Background: an optimization exercise with open tools, aiming at small area, a short achievable clock period and few clock cycles per item. Do not read the settings as production practice.
Function was checked by simulation only, so behaviour that the tests miss may differ from the original.

Setup of exp/willow:
==> flow/design.v (excerpt) <==
module muldiv_unit (
    input  logic        clk,
    input  logic        rst,
    input  logic        start,
    input  logic [2:0]  op,
    input  logic [31:0] a,
    input  logic [31:0] b,
    output logic        busy,
    output logic [31:0] hi,
    output logic [31:0] lo
);
Size: about 3300 cells after synthesis, ~140 flip-flops, about 23000 µm² of cells after synthesis.
==> flow/config.mk <==
export PLATFORM = sky130hd
export DESIGN_NAME = muldiv_unit
export DESIGN_NICKNAME = muldiv_unit
export VERILOG_FILES = /design/flow/design.v
export SDC_FILE = /design/flow/constraint.sdc
export NUM_CORES = 4
export LEC_CHECK = 0
export ABC_AREA = 1
export CAP_MARGIN = 0
export CORE_MARGIN = 2
export CORE_UTILIZATION = 40
export SLEW_MARGIN = 0
==> flow/constraint.sdc <==
create_clock -name core_clock -period 150.0 [get_ports {clk}]
set_input_delay 30.0000 -clock core_clock [delete_from_list [all_inputs] [get_ports {clk}]]
set_output_delay 30.0000 -clock core_clock [all_outputs]
set_load 0.01 [all_outputs]
standard.sh (not shown) runs the stock make flow with config.mk's settings and CLKGATE_MAP_FILE= SYNTH_SCRIPT=/design/flow/synth_recipe.tcl, a recipe that flattens the netlist after the stock synthesis.
==> flow/flow/run.sh <==
#!/bin/bash
# Layout flow: the standard ORFS flow (standard.sh) with two changes.
#  1. Synthesis maps the logic with flow/abc_area.script, an area-oriented
#     ABC script (map -a, then buffering and sizing). Registers are mapped
#     before ABC runs, so they are exactly the standard synthesis's.
#  2. Ports are buffered with sky130_fd_sc_hd__buf_2 cells.
# Each tool's log is under orfs/logs/; make's own output is in flow_make.log.
set -euo pipefail
W=$(pwd)
rm -rf "$W/scripts_mod"
cp -r "$FLOW_HOME/scripts" "$W/scripts_mod"
cp "$W/flow/abc_area.script" "$W/scripts_mod/abc_area.script"
export SCRIPTS_DIR="$W/scripts_mod"
export BUFFER_PORTS_ARGS="-buffer_cell sky130_fd_sc_hd__buf_2"
bash "$W/standard.sh" > "$W/flow_make.log" 2>&1
==> flow/flow/abc_area.script <==
strash
dch
map -a
topo
stime -c
buffer -c
upsize -c
dnsize -c
Testbench counts of exp/willow, summed over its fixed seeds: cycles 41,128, ops 12,000.
For exp/ember, these inputs were changed with respect to exp/willow:
# exp/willow
export LEC_CHECK = 0
export ABC_AREA = 1
export CAP_MARGIN = 0
export CORE_MARGIN = 2
export CORE_UTILIZATION = 40
export SLEW_MARGIN = 0
create_clock -name core_clock -period 150.0 [get_ports {clk}]
# exp/ember
export LEC_CHECK = 0
export ABC_AREA = 1
export CAP_MARGIN = 20
export CORE_MARGIN = 2
export CORE_UTILIZATION = 40
export SLEW_MARGIN = 20
create_clock -name core_clock -period 150.0 [get_ports {clk}]
[summary]
As far as final cell count is concerned, exp/ember and exp/willow perform about the same.
Going from exp/willow to exp/ember, tightest hold margin roughly the same; final cycle utilization of the critical path roughly the same.
> inputs changed (exp/ember -> exp/lagoon)
==> flow/flow/abc_area.script <==
strash
dc2
dch
map -a
topo
stime -c
buffer -c
upsize -c
dnsize -c
Notes after the runs:
Looking at worst setup slack after placement, exp/lagoon sits 590 ps below exp/ember. Between exp/lagoon and exp/ember, the difference in cell count is negligible.
Setup changes, exp/lagoon to exp/cedar
# exp/lagoon
export LEC_CHECK = 0
export ABC_AREA = 1
export CAP_MARGIN = 20
export CORE_MARGIN = 2
export CORE_UTILIZATION = 40
export SLEW_MARGIN = 20
create_clock -name core_clock -period 150.0 [get_ports {clk}]
# exp/cedar
export LEC_CHECK = 0
export ABC_AREA = 1
export CAP_MARGIN = 0
export CORE_MARGIN = 2
export CORE_UTILIZATION = 40
export CTS_BUF_LIST = sky130_fd_sc_hd__clkbuf_8
export CTS_CLUSTER_SIZE = 20
export SLEW_MARGIN = 0
create_clock -name core_clock -period 150.0 [get_ports {clk}]
==> flow/flow/abc_area.script <==
strash
dch
map -a
topo
stime -c
buffer -c
upsize -c
dnsize -c
- Area of all placed cells without fillers on exp/cedar is down relative to exp/lagoon.
- exp/cedar vs exp/lagoon, slowest library cell on the worst path: sky130_fd_sc_hd__dfrtp_1 vs sky130_fd_sc_hd__inv_2
- exp/cedar ended with more worst-case setup margin in the final layout than exp/lagoon.
- Both conditions hold for exp/cedar: the flow ran to the end and the final layout passed the timing, DRC and antenna checks.
- Global-route usage: exp/cedar higher than exp/lagoon
- Looking at portion of the clock cycle consumed by the worst path in the final layout, exp/cedar sits below exp/lagoon.

========
Another version of the RTL of muldiv_unit (not shown whole).
Size in the first run: ~140 flip-flops, roughly 140 I/O pins, ~0.023 mm^2 of cells after synthesis.
==> flow/config.mk <==
export PLATFORM = sky130hd
export DESIGN_NAME = muldiv_unit
export DESIGN_NICKNAME = muldiv_unit
export VERILOG_FILES = /design/flow/design.v
export SDC_FILE = /design/flow/constraint.sdc
export NUM_CORES = 4
export LEC_CHECK = 0
export ABC_AREA = 1
export CAP_MARGIN = 20
export CORE_MARGIN = 2
export CORE_UTILIZATION = 40
export CTS_CLUSTER_SIZE = 40
export SLEW_MARGIN = 20
==> flow/constraint.sdc <==
create_clock -name core_clock -period 150.0 [get_ports {clk}]
set_input_delay 30.0000 -clock core_clock [delete_from_list [all_inputs] [get_ports {clk}]]
set_output_delay 30.0000 -clock core_clock [all_outputs]
set_load 0.01 [all_outputs]
==> flow/flow/run.sh <==
#!/bin/bash
# Layout flow: the standard ORFS flow (standard.sh) with two changes.
#  1. Synthesis maps the logic with flow/abc_area.script, an area-oriented
#     ABC script (map -a, then buffering and sizing). Registers are mapped
#     before ABC runs, so they are exactly the standard synthesis's.
#  2. Ports are buffered with sky130_fd_sc_hd__buf_1 cells.
# Each tool's log is under orfs/logs/; make's own output is in flow_make.log.
set -euo pipefail
W=$(pwd)
rm -rf "$W/scripts_mod"
cp -r "$FLOW_HOME/scripts" "$W/scripts_mod"
cp "$W/flow/abc_area.script" "$W/scripts_mod/abc_area.script"
export SCRIPTS_DIR="$W/scripts_mod"
export BUFFER_PORTS_ARGS="-buffer_cell sky130_fd_sc_hd__buf_1"
bash "$W/standard.sh" > "$W/flow_make.log" 2>&1
==> flow/flow/abc_area.script <==
strash
dch
map -a
topo
stime -c
buffer -c
upsize -c
dnsize -c
Testbench counts at the start, summed over its fixed seeds: cycles 40,931, ops 12,000.
Next try:
--- a/flow/flow/run.sh
+++ b/flow/flow/run.sh
@@ -5,3 +5,3 @@
 #     before ABC runs, so they are exactly the standard synthesis's.
-#  2. Ports are buffered with sky130_fd_sc_hd__buf_1 cells.
+#  2. Ports are buffered with sky130_fd_sc_hd__buf_2 cells.
 # Each tool's log is under orfs/logs/; make's own output is in flow_make.log.
@@ -13,3 +13,3 @@
 export SCRIPTS_DIR="$W/scripts_mod"
-export BUFFER_PORTS_ARGS="-buffer_cell sky130_fd_sc_hd__buf_1"
+export BUFFER_PORTS_ARGS="-buffer_cell sky130_fd_sc_hd__buf_2"
 bash "$W/standard.sh" > "$W/flow_make.log" 2>&1
--- a/flow/config.mk
+++ b/flow/config.mk
@@ -11,3 +11,2 @@
 export CORE_UTILIZATION = 40
-export CTS_CLUSTER_SIZE = 40
 export SLEW_MARGIN = 20
After rerunning: The new run went through all stages and came out clean. Synthesized area does not change. Core utilization came out higher by 0.45 points. Cell count hardly moves. Setup slack gains 370 ps. Non-clock buffer count came out higher by 3. Register-to-register slack gains 680 ps. Design area came out higher by 1.0%.

========
## JK
muldiv_unit, a different RTL version from the one above (not shown whole).
Size in the first run: roughly 3500 cells after synthesis, ~140 flip-flops, roughly 24000 sq um of cells after synthesis.
Settings: LEC_CHECK=0, ABC_AREA=1, CAP_MARGIN=20, CORE_MARGIN=2, CORE_UTILIZATION=40, SLEW_MARGIN=20; clock period 150.0 ns.
run.sh (not shown) runs the stock make flow with config.mk's settings and CLKGATE_MAP_FILE= SYNTH_SCRIPT=/design/flow/synth_recipe.tcl, a recipe that flattens the netlist after the stock synthesis.
Stock flow here: none of the scripts above is used.
Testbench counts of JK, summed over its fixed seeds: cycles 41,128, ops 12,000.
## Diff of input files: MS against JK
==> flow/flow/run.sh (new file) <==
#!/bin/bash
# Layout flow: the standard ORFS flow (standard.sh) with two changes.
#  1. Synthesis maps the logic with flow/abc_area.script, an area-oriented
#     ABC script (map -a, then buffering and sizing). Registers are mapped
#     before ABC runs, so they are exactly the standard synthesis's.
#  2. Ports are buffered with sky130_fd_sc_hd__buf_2 cells.
# Each tool's log is under orfs/logs/; make's own output is in flow_make.log.
set -euo pipefail
W=$(pwd)
rm -rf "$W/scripts_mod"
cp -r "$FLOW_HOME/scripts" "$W/scripts_mod"
cp "$W/flow/abc_area.script" "$W/scripts_mod/abc_area.script"
export SCRIPTS_DIR="$W/scripts_mod"
export BUFFER_PORTS_ARGS="-buffer_cell sky130_fd_sc_hd__buf_2"
bash "$W/standard.sh" > "$W/flow_make.log" 2>&1
==> flow/flow/abc_area.script (new file) <==
strash
dch
map -a
topo
stime -c
buffer -c
upsize -c
dnsize -c
==> flow/standard.sh (new file) <==
#!/bin/bash
# synth_recipe.tcl (not shown) runs the flow's synth.tcl, then flattens the netlist and writes it again
# the make line also repeats each setting of config.mk as NAME=value (left out here)
make -C /OpenROAD-flow-scripts/flow DESIGN_CONFIG=/design/flow/config.mk WORK_HOME=/design/flow/orfs CLKGATE_MAP_FILE= SYNTH_SCRIPT=/design/flow/synth_recipe.tcl "${@:-finish}"
removed: flow/run.sh
Findings:
For JK, the master of the slowest instance on the critical path was sky130_fd_sc_hd__clkinv_1, unlike MS, where it was sky130_fd_sc_hd__buf_4.
Every stage of the flow completed for MS, and the final layout passed the timing, DRC and antenna checks.
Going from JK to MS, wire length reported by the detailed router dropped 4900 microns; fmax climbed 4.0%.
The clock insertion delay at the later pin of the skew report was comparable across MS and JK.
Changes in AL relative to MS:
Settings: CORE_UTILIZATION changed from 40 to 65.
## What came out
- No stage failed in AL, and the final checks on the layout all came back clean.
- Core region area on AL is down relative to MS.
- Compared with MS, AL shows a lower number of fillers in the final layout.
- The via count in AL sits about 4.5% above the value recorded for MS.
- Across both runs, placement row count was lower for AL than for MS.
- Going from MS to AL, hold slack shrinks by 0.0035 ns.
[inputs] TR vs AL
Settings: CORE_UTILIZATION now 40, was 65; CAP_MARGIN now 60, was 20; SLEW_MARGIN now 60, was 20.
==> flow/run.sh (new file) <==
#!/bin/bash
# synth_recipe.tcl (not shown) runs the flow's synth.tcl, then flattens the netlist and writes it again
# the make line also repeats each setting of config.mk as NAME=value (left out here)
make -C /OpenROAD-flow-scripts/flow DESIGN_CONFIG=/design/flow/config.mk WORK_HOME=/design/flow/orfs CLKGATE_MAP_FILE= SYNTH_SCRIPT=/design/flow/synth_recipe.tcl finish
removed: flow/flow/run.sh
removed: flow/flow/abc_area.script
removed: flow/standard.sh
## What came out
TR has final layout net count above what AL had. As far as flip-flop and latch count after synthesis goes, TR and AL are indistinguishable; the numbers are identical. Compared with AL, in TR mean area per synthesized cell shrank by 0.26 sq um, area of the mapped netlist grew by about 2.3%.

## static timing again, ports no longer ideal
The flow's constraints put no driver on any port. The routed layouts listed below were extracted and timed again, unchanged, in two steps.
Step 1 (the two cells are an assumption about what drives the block):
set clk [get_ports {clk}]
set_driving_cell -lib_cell sky130_fd_sc_hd__clkbuf_16 $clk
set_driving_cell -lib_cell sky130_fd_sc_hd__buf_2 [delete_from_list [all_inputs] $clk]
Step 2 moves the port delays by t, midway between the first and last clock arrival at a register: inputs arrive t later, outputs are due t later. That takes back most of the time a late clock gives input paths.
Three values: ideal ports, drivers, drivers and shift; two values: the first two.
run | t (ns) | setup slack, ns | slew at the worst register clock pin (ns)
exp/willow | 0.564 | 118.672 / 118.703 / 118.149 | 0.08 / 0.08
exp/ember | 0.565 | 118.709 / 118.681 / 118.186 | 0.08 / 0.08
exp/lagoon | 0.538 | 118.095 / 118.133 / 117.595 | 0.09 / 0.09
exp/cedar | 0.643 | 118.667 / 118.611 / 118.173 | 0.11 / 0.11
the first run of note 2 | 0.558 | 118.322 / 118.269 / 117.813 | 0.08 / 0.08
the second run of note 2 | 0.565 | 118.689 / 118.708 / 118.165 | 0.08 / 0.08
JK | 0.559 | 117.395 / 117.427 / 116.868 | 0.07 / 0.07
MS | 0.552 | 118.635 / 118.667 / 118.127 | 0.08 / 0.08
AL | 0.501 | 118.482 / 118.509 / 118.008 | 0.08 / 0.08
TR | 0.558 | 117.754 / 117.783 / 117.225 | 0.07 / 0.07
After both steps setup and hold are still met in every run listed. For TR, which loses most, drivers alone change the setup slack by +0.029 ns; drivers and shift together by -0.529 ns.
